From an optimization exercise on the open Yosys and OpenROAD flow, aimed at small area and a short achievable clock period; shortcuts taken in it are not production practice. In this exercise RTL edits were held to simulation tests only and were not proved equivalent to the original.

==> flow/design.v, too long to show whole: its modules and the start of the top module <==
// module bfp_product_array: 528 lines
// module bfp_adder_tree: 225 lines
// module fp_normalize: 247 lines
// module bfp_dot_product: 60 lines
module bfp_dot_product (
    input  logic                    i_clk,
    input  logic                    i_reset_n,
    input  logic                    i_valid,
    input  logic [(8 + 16 * (3 + 1))-1:0] i_act,
    input  logic [(8 + 16 * (3 + 1))-1:0] i_weight,
    output logic                    o_valid,
    output logic [(1 + 8 + 23)-1:0]        o_result
);
  // ...
==> flow/flow/run.sh <==
#!/bin/bash
# Own layout flow: the standard ORFS flow, with these changes in how the layout is made:
#  - the port buffers are sky130_fd_sc_hd__buf_1 cells (buffer_ports picks a delay cell otherwise);
#  - synthesis skips the generic ABC pass inside Yosys's synth (SYNTH_ARGS=-noabc), so the
#    full adders are extracted from the design's own gates (fewer inverters); the script
#    is still synth_recipe.tcl, so registers keep their names and cell types;
#  - timing repair aims for extra setup slack (SETUP_SLACK_MARGIN), only on the worst endpoints.
# The clock period and constraints are the standard flow's, unchanged.
set -euo pipefail
export BUFFER_PORTS_ARGS="-buffer_cell sky130_fd_sc_hd__buf_1"
export SYNTH_ARGS="-noabc"
export SETUP_SLACK_MARGIN=7.2
export TNS_END_PERCENT=${TNS:-5}
export ABC_AREA=1
bash standard.sh > standard.log 2>&1
==> flow/standard.sh <==
#!/bin/bash
# synth_recipe.tcl (not shown) runs the flow's synth.tcl, then flattens the netlist and writes it again
# the make line also repeats each setting of config.mk as NAME=value (left out here)
make -C /OpenROAD-flow-scripts/flow DESIGN_CONFIG=/design/flow/config.mk WORK_HOME=/design/flow/orfs CLKGATE_MAP_FILE= SYNTH_SCRIPT=/design/flow/synth_recipe.tcl "${@:-finish}"
==> flow/config.mk <==
export PLATFORM = sky130hd
export DESIGN_NAME = bfp_dot_product
export DESIGN_NICKNAME = bfp_dot_product
export VERILOG_FILES = /design/flow/design.v
export SDC_FILE = /design/flow/constraint.sdc
export NUM_CORES = 4
export LEC_CHECK = 0
export CAP_MARGIN = 20
export CORE_MARGIN = 2
export CORE_UTILIZATION = 40
export SLEW_MARGIN = 20
==> flow/constraint.sdc <==
create_clock -name core_clock -period 10.5 [get_ports {i_clk}]
set_input_delay 2.1000 -clock core_clock [delete_from_list [all_inputs] [get_ports {i_clk}]]
set_output_delay 2.1000 -clock core_clock [all_outputs]
set_load 0.01 [all_outputs]
==> flow_summary.toml, run 1 <==
[run_status]
status = "no timing/DRC/antenna violations"

[floorplanning]
dieArea_um2 = 31900
die_h_um = 179

[worst_setup_path]
critPathMaxFanout = 8
crit_chain = "buf_1, inv_1, or2_4, nand2_8, xnor2_2, fa_1, fa_1"
r2r-end = "s2_cut[7]"
max_stage_delay_ns = 0.50

[place]
placed_area_um2 = 13800
port_buffers = 165

[layout]
stdcell_count = 2000
top_register = "bfp_product_array_inst.o_r"
n_clock_buffer = 18
multi_input_area_share_pct = 60.9
utilization_pct = 48.9
top_regs = "bfp_product_array_inst.o_r x90, s3_res x21, s2_cut x17"
fin_area_um2 = 14600
inverters = 238
fillerInstances = 2881
sh_seq_area_pct = 20.7

[synthesis]
synth_fa_ha_area_share_pct = 32.5
ys_types = 50
yosys.area_share.simple_pct = 22.3
muxShareOfSynthArea_pct = 0
netlist_instances = 1411

[route]
routed_wl_mm = 30.7
first_iter_violations = 491
first_pass_iters = 5

[sta]
timing.final.ws_setup_ns = 7.05
tightest_slew_ns = 0.717

[clock_network]
insertion_delay_ns = 0.42
cts.sinks = 150
root_buffer = "clkbuf_16"

[global_route]
grt_antenna_before_repair = 0
grt_pass1_vias = 9500
==> run 2, diff against run 1 <==
--- a/flow/flow/run.sh
+++ b/flow/flow/run.sh
@@ -9,7 +9,6 @@
 set -euo pipefail
 export BUFFER_PORTS_ARGS="-buffer_cell sky130_fd_sc_hd__buf_1"
 export SYNTH_ARGS="-noabc"
-export SETUP_SLACK_MARGIN=7.2
+export SETUP_SLACK_MARGIN=6.9
 export TNS_END_PERCENT=${TNS:-5}
-export ABC_AREA=1
 bash standard.sh > standard.log 2>&1
==> run 2 against run 1 <==
Against the previous run: hold slack better by 0.0036 ns; worst setup slack got worse by 0.16 ns; design area grew 4.4%; sequential share of layout area fell by 0.82 points; flip-flop and latch count unchanged; fmax down 4.3%; critical path depth rose by 7.
==> flow_summary.toml, run 2 <==
[worst_setup_path]
cp-end-kind = "flip-flop"
required_ns = 10.83
path_class = "flip-flop to flip-flop"
rr_worst_depth = 14
critPathLaunchType = "flip-flop"
worstPathArrival_ns = 3.93
regToRegSetupSlack_ns = 6.90
r2r-end = "s3_res[8]"
critPathMaxFanout = 4
reg2reg_from = "s2_cut[6]"

[clock_network]
cts_hold_buf = 0
cts.clk_slew.worst_paths_ns = 0.07
cts_buffers = 17
root_buffer = "clkbuf_16"
htree_levels = 4
cts_max_path_buffers = 2
insertion_delay_ns = 0.43
cts.sinks = 150
cts_tree = "built"

[worst_hold_path]
hold_path_end = "s2_e0[0]"
min_from = "bfp_product_array_inst.o_exp[0]"
min_path_type = "flip-flop to flip-flop"
hold_path_depth = 0

[sta]
setup_violations = 0
slew_headroom_pct = 42.9
fin_setup_tns_ns = 0
fin_crit_sh_pct = 34.3
min_period_ns = 3.60
tightest_slew_ns = 0.855
finalHoldViolCount = 0
fmax_mhz = 278
drv_slew = 0
fin_skew_ns = 0.00993
rsz0062_at_grt = "true"

[layout]
largest_reg_flops = 90
nNetsFinal = 1789
layout_common_cells = "175 x fa_1, 165 x buf_1, 140 x dfxtp_1, 128 x nand2_1, 87 x inv_1"
layout_commonest_cell = "fa_1"
final_layout_size_suffix_gt1_share_pct = 15.7
top_regs = "bfp_product_array_inst.o_r x90, s3_res x21, s2_cut x17"
utilization_pct = 51.2
top_register = "bfp_product_array_inst.o_r"
syn_to_final_growth_pct = 25.4
antenna_cells = 0

[synthesis]
synth_edf_count = 0
yosysTopAreaCell = "fa_1"
synth_common_cells = "176 x fa_1, 147 x dfxtp_1, 129 x nand2_1"
ys_types = 91
ys_warn_count = 4
ys_ff_latch = 150
avgSynthCellArea_um2 = 10.1
async_reset_ff_share_pct = 2.00
synth.yosys.seq_area_share_pct = 24.9
netlist_instances = 1200
ys.flop_type = "dfxtp_1"
syn_area_um2 = 12100
yosysTopAreaCellShare_pct = 29.1
yosysMostFrequentCell = "fa_1"
synth_area_leaders = "fa_1 29%, dfxtp_1 24%, xnor2_1 6.1%"

[route]
via_count = 9335
routedWlPerCell_um = 17.8
drc = 0
first_pass_iters = 7
routed_wl_mm = 32.7
vias_per_cell = 5.09
postRouteAntennaNets = 0
first_iter_violations = 592

[floorplanning]
initial_utilization_pct = 40.8
die_w_um = 178
die_h_um = 178
core_um2 = 29700
ioPinCount = 180
num_rows = 63
dieArea_um2 = 31700

[job]
cap_violations = 0

[global_route]
grt-ovfl-total = 0
grt_pass1_vias = 9138
grt_antenna_before_repair = 1
grt_use_total_pct = 20.7
grt_first_pass_wirelength_mm = 49.9
grt_max_degree = 26

[place]
place_hpwl_mm = 26.4
finalWeightedCongestion = 0.894
port_buffers = 165

[run_status]
status = "no timing/DRC/antenna violations"
==> run 2: cell count changes in the layout (fill, tap and decap cells not counted), sizes merged, moves of 15 or more <==
| cell | previous run | this run |
|---|---|---|
| nor2 | 136 | 92 |
| xor2 | 45 | 60 |
| nand2b | 0 | 18 |
| inv | 246 | 97 |
| nor2b | 0 | 15 |
| nand2 | 352 | 131 |
| and2 | 0 | 56 |
| buf | 177 | 236 |
| xnor2 | 69 | 86 |
| nand3 | 69 | 16 |
==> run 2: metrics by stage <==
| step | setup slack, ns | area [µm²] | hold slack, ns | instances |
|---|---|---|---|---|
| finish | 6.90 | 15200 | 0.330 | 1834 |
| global route | 6.70 | 15200 | 0.338 | 1834 |
| CTS | 6.89 | 14700 | 0.332 | 1801 |
| detailed placement | 5.99 | 13400 | 0.318 | 1732 |
| global placement | 6.05 | 13400 | 0.311 | 1732 |
| floorplan | 6.87 | 12500 | 0.310 | 1213 |
==> run 2: how the worst max path moves through the flow <==
| stage | startpoint | to | slack (ns) | cells after the start |
|---|---|---|---|---|
| 2_1_floorplan | i_act[55] | bfp_product_array_inst.o_r[47] | 6.87 | 4 |
| 3_3_place_gp | s2_cut[6] | s3_res[10] | 6.05 | 13 |
| 3_5_place_dp | s2_cut[6] | s3_res[10] | 5.99 | 13 |
| 4_1_cts | s2_cut[11] | s3_res[13] | 6.89 | 13 |
| 5_1_grt | s2_cut[6] | s3_res[8] | 6.70 | 14 |
| 6_report | s2_cut[6] | s3_res[8] | 6.90 | 14 |
==> run 2: cell families (layout without fill, tap and decap cells) <==
| logic type | after synthesis | count (layout) | synth area share (%) |
|---|---|---|---|
| compound gates | 150 | 150 | 9.60 |
| xor+xnor | 147 | 147 | 10.8 |
| fa+ha+maj | 212 | 212 | 32.8 |
| buf+inv | 126 | 357 | 4.43 |
| flops | 150 | 150 | 24.9 |
| mux | 7 | 7 | 0.681 |
| other cells | 1 | 14 | 0.0309 |
| simple gates | 407 | 407 | 16.8 |
==> run 2: repair_timing <==
| item | 4_1_cts | 5_1_grt |
|---|---|---|
| setup buffers | 37 | 33 |
| endpoints found under the setup margin | 22 | 25 |
| pin swaps | 27 | 36 |
| resized for setup | 72 | 48 |
==> run 2: layout make-up <==
cell class | count | area [µm²]
fill | 2697 | 14500
multi-input combinational | 937 | 9530
sequential | 150 | 3030
timing repair buffer | 236 | 1210
tap | 390 | 488
clock buffer | 17 | 425
inverter | 89 | 337
clock inverter | 15 | 181
==> run 2: worst max-delay path: stages, from the launching register on <==
cell and delay (ns):
dfxtp_2 0.33, inv_1 0.06, ha_4 0.26, ha_4 0.17, a311oi_4 0.39, nor3_4 0.10
nor4_4 0.39, buf_4 0.20, nor2_4 0.06, buf_4 0.15, nor2_1 0.22, xnor2_1 0.14
a2111oi_0 0.60, o22ai_1 0.26, o2111ai_1 0.18
==> run 2: per-layer routing <==
| layer | up-vias | global-route usage [%] | routed length (µm) |
|---|---|---|---|
| met5 | - | 0 | 0 |
| met4 | 0 | 4.23 | 579 |
| met3 | 39 | 3.77 | 1980 |
| met2 | 325 | 31.3 | 14900 |
| met1 | 4594 | 31.1 | 15300 |
| li1 | 4377 | - | - |
==> run 3, diff against run 2 <==
--- a/flow/flow/run.sh
+++ b/flow/flow/run.sh
@@ -11,4 +11,5 @@
 export SYNTH_ARGS="-noabc"
 export SETUP_SLACK_MARGIN=6.9
 export TNS_END_PERCENT=${TNS:-5}
+export ABC_AREA=1
 bash standard.sh > standard.log 2>&1
==> run 3 against run 2 <==
Against the previous run: critical path type is now input pin to flip-flop; global-route usage down 0.59 points; still clean; register-to-register slack better by 0.17 ns; design area down 5.4%; cell count up 8.4%; first-iteration DRC count down 11%.
==> flow_summary.toml, run 3 <==
[synthesis]
ys_types = 50
ys.flop_type = "dfxtp_1"
ys_warn_count = 4
synth_edf_count = 0
async_reset_ff_share_pct = 2.00
yosysTopAreaCell = "fa_1"
netlist_instances = 1411
yosysTopAreaCellShare_pct = 28.9
yosysMostFrequentCell = "nand2_1"
syn_area_um2 = 12200
avgSynthCellArea_um2 = 8.64
synth_common_cells = "325 x nand2_1, 231 x inv_1, 176 x fa_1"
ys_ff_latch = 150
synth.yosys.seq_area_share_pct = 24.8
synth_area_leaders = "fa_1 29%, dfxtp_1 24%, nand2_1 10%"

[layout]
nNetsFinal = 1943
syn_to_final_growth_pct = 17.9
largest_reg_flops = 90
fillerInstances = 2955
top_regs = "bfp_product_array_inst.o_r x90, s3_res x21, s2_cut x17"
top_register = "bfp_product_array_inst.o_r"
fin_area_um2 = 14400
layout_commonest_cell = "nand2_1"
final_layout_size_suffix_gt1_share_pct = 9.95
layout_common_cells = "309 x nand2_1, 231 x inv_1, 176 x fa_1, 165 x buf_1, 147 x dfxtp_1"
antenna_cells = 0

[floorplanning]
die_h_um = 179
core_um2 = 29800
initial_utilization_pct = 40.9
die_w_um = 179
ioPinCount = 180
num_rows = 63
dieArea_um2 = 31900

[place]
place_hpwl_mm = 26.9
placed_area_um2 = 13800
finalWeightedCongestion = 0.857
port_buffers = 165

[clock_network]
cts_hold_buf = 0
post_cts_resized = 0
cts.clk_slew.worst_paths_ns = 0.07
cts_tree = "built"
htree_levels = 4
cts_max_path_buffers = 2
cts.sinks = 150
root_buffer = "clkbuf_16"
cts_setup_buffers = 0
insertion_delay_ns = 0.43
cts_buffers = 17

[route]
via_count = 9235
postRouteAntennaNets = 0
drc = 0
routedWlPerCell_um = 15.4
first_iter_violations = 525
routed_wl_mm = 30.6
vias_per_cell = 4.65
first_pass_iters = 5

[sta]
min_period_ns = 3.51
rsz0062_at_grt = "false"
fmax_mhz = 285
fin_crit_sh_pct = 33.4
setup_violations = 0
slew_headroom_pct = 50.1
fin_setup_tns_ns = 0
finalHoldViolCount = 0
tightest_slew_ns = 0.740
hold_ws_ns = 0.327
fin_skew_ns = 0.0159
drv_slew = 0

[worst_setup_path]
crit_chain = "buf_1, inv_1, or2_4, nand2_8, nor2_1, fa_1, fa_1"
critPathMaxFanout = 8
critPathLaunchType = "input pin"
required_ns = 10.80
cp-end-kind = "flip-flop"
max_stage_delay_ns = 0.70
crit_top_cell = "fa_1"
worstPathArrival_ns = 3.81
slowest_stage = "fa_1"
path_class = "input pin to flip-flop"

[global_route]
grt_max_degree = 17
grt_first_pass_wirelength_mm = 48.4
grt-ovfl-total = 0
grt_antenna_before_repair = 0
grt_use_total_pct = 20.1
use_met3_pct = 3.11
busiest_layer = "met2"
grt_pass1_vias = 9566
grtUsageMet2_pct = 37.2
use_met1_pct = 24.0

[run_status]
status = "no timing/DRC/antenna violations"

[job]
cap_violations = 0

[worst_hold_path]
min_path_type = "flip-flop to flip-flop"
-- run 3: cell count changes in the layout (fill, tap and decap cells not counted), sizes merged, moves of 17 or more --
cell    delta
nand2    +221
inv      +150
buf       -71
and2      -56
nand3     +53
nor2      +44
nand2b    -18
xnor2     -17
-- run 3: worst paths after layout --
kind | startpoint | endpoint | slack (ns) | cells past startpoint
worst max-delay path | i_weight[47] | bfp_product_array_inst.o_r[6] | 6.99 | 7
worst min-delay path | bfp_product_array_inst.o_r[0] | s2_cut[0] | 0.33 | 0
worst max register to register | bfp_product_array_inst.o_r[12] | s2_cut[5] | 7.07 | 6
worst min register to register | bfp_product_array_inst.o_r[0] | s2_cut[0] | 0.33 | 0
max in group asynchronous | i_reset_n | o_valid | 8.88 | 1
min in group asynchronous | i_reset_n | v2 | 1.47 | 1
-- run 3: layout make-up --
type | instances | area (µm²) | area share (%)
tap | 390 | 488 | 3.39
timing repair buffer | 165 | 619 | 4.31
clock buffer | 19 | 453 | 3.15
inverter | 238 | 901 | 6.27
clock inverter | 13 | 174 | 1.21
multi-input combinational | 1013 | 8730 | 60.7
sequential | 150 | 3020 | 21.0
-- run 3: routing by layer --
| layer | up-vias | part of all wire (%) |
|---|---|---|
| met5 | - | 0 |
| met3 | 45 | 3.8 |
| met2 | 225 | 52 |
| met1 | 4377 | 42 |
| met4 | 0 | 2.4 |
| li1 | 4588 | - |
-- run 3: critical path: cells and delay by family --
| kind | cells | cell delay [ns] |
|---|---|---|
| simple gates | 3 | 0.44 |
| buf+inv | 2 | 0.10 |
| fa+ha+maj | 2 | 1.15 |
-- run 3: cells by family (layout without fill, tap and decap cells) --
family | count (synthesis) | count (layout) | synth area share [%]
compound gates | 67 | 67 | 3.48
other cells | 1 | 14 | 0.0308
buf+inv | 261 | 435 | 8.69
flops | 150 | 150 | 24.8
simple gates | 607 | 607 | 22.3
xor+xnor | 114 | 114 | 8.25
fa+ha+maj | 211 | 211 | 32.5
-- run 3: stage by stage --
stage	std cells	util (%)	setup slack (ns)
final	1988	48.3	6.99
after global routing	1988	48.3	6.97
after CTS	1988	48.3	7.01
after detailed placement	1956	46.2	6.56
after global placement	1956	46.2	6.61
after floorplan	1424	-	6.84

re-timing with driven ports:
No port has a modelled driver above. Below, the same layouts with a new extraction and two added sets of constraints.
Step 1 sets driving cells, clkbuf_16 on the clock port and buf_2 on the other inputs (assumed; they add their load-dependent delay and slew).
Step 2 also shifts input and output timing later by t, the mid clock arrival at the registers, as if the neighbouring blocks saw the same clock.
Three values: ideal ports, drivers, drivers and shift; two values: the first two.
run	t (ns)	setup slack, ns	slew at the worst register clock pin (ns)
run 1	0.461	7.054 / 7.077 / 6.616	0.07 / 0.07
run 2	0.467	6.899 / 6.899 / 6.453	0.07 / 0.07
run 3	0.464	6.991 / 7.012 / 6.549	0.07 / 0.07
After both steps every run listed still meets setup and hold. The setup slack of run 2, which loses most, moves by 0.000 ns with the drivers and by -0.446 ns with both steps.
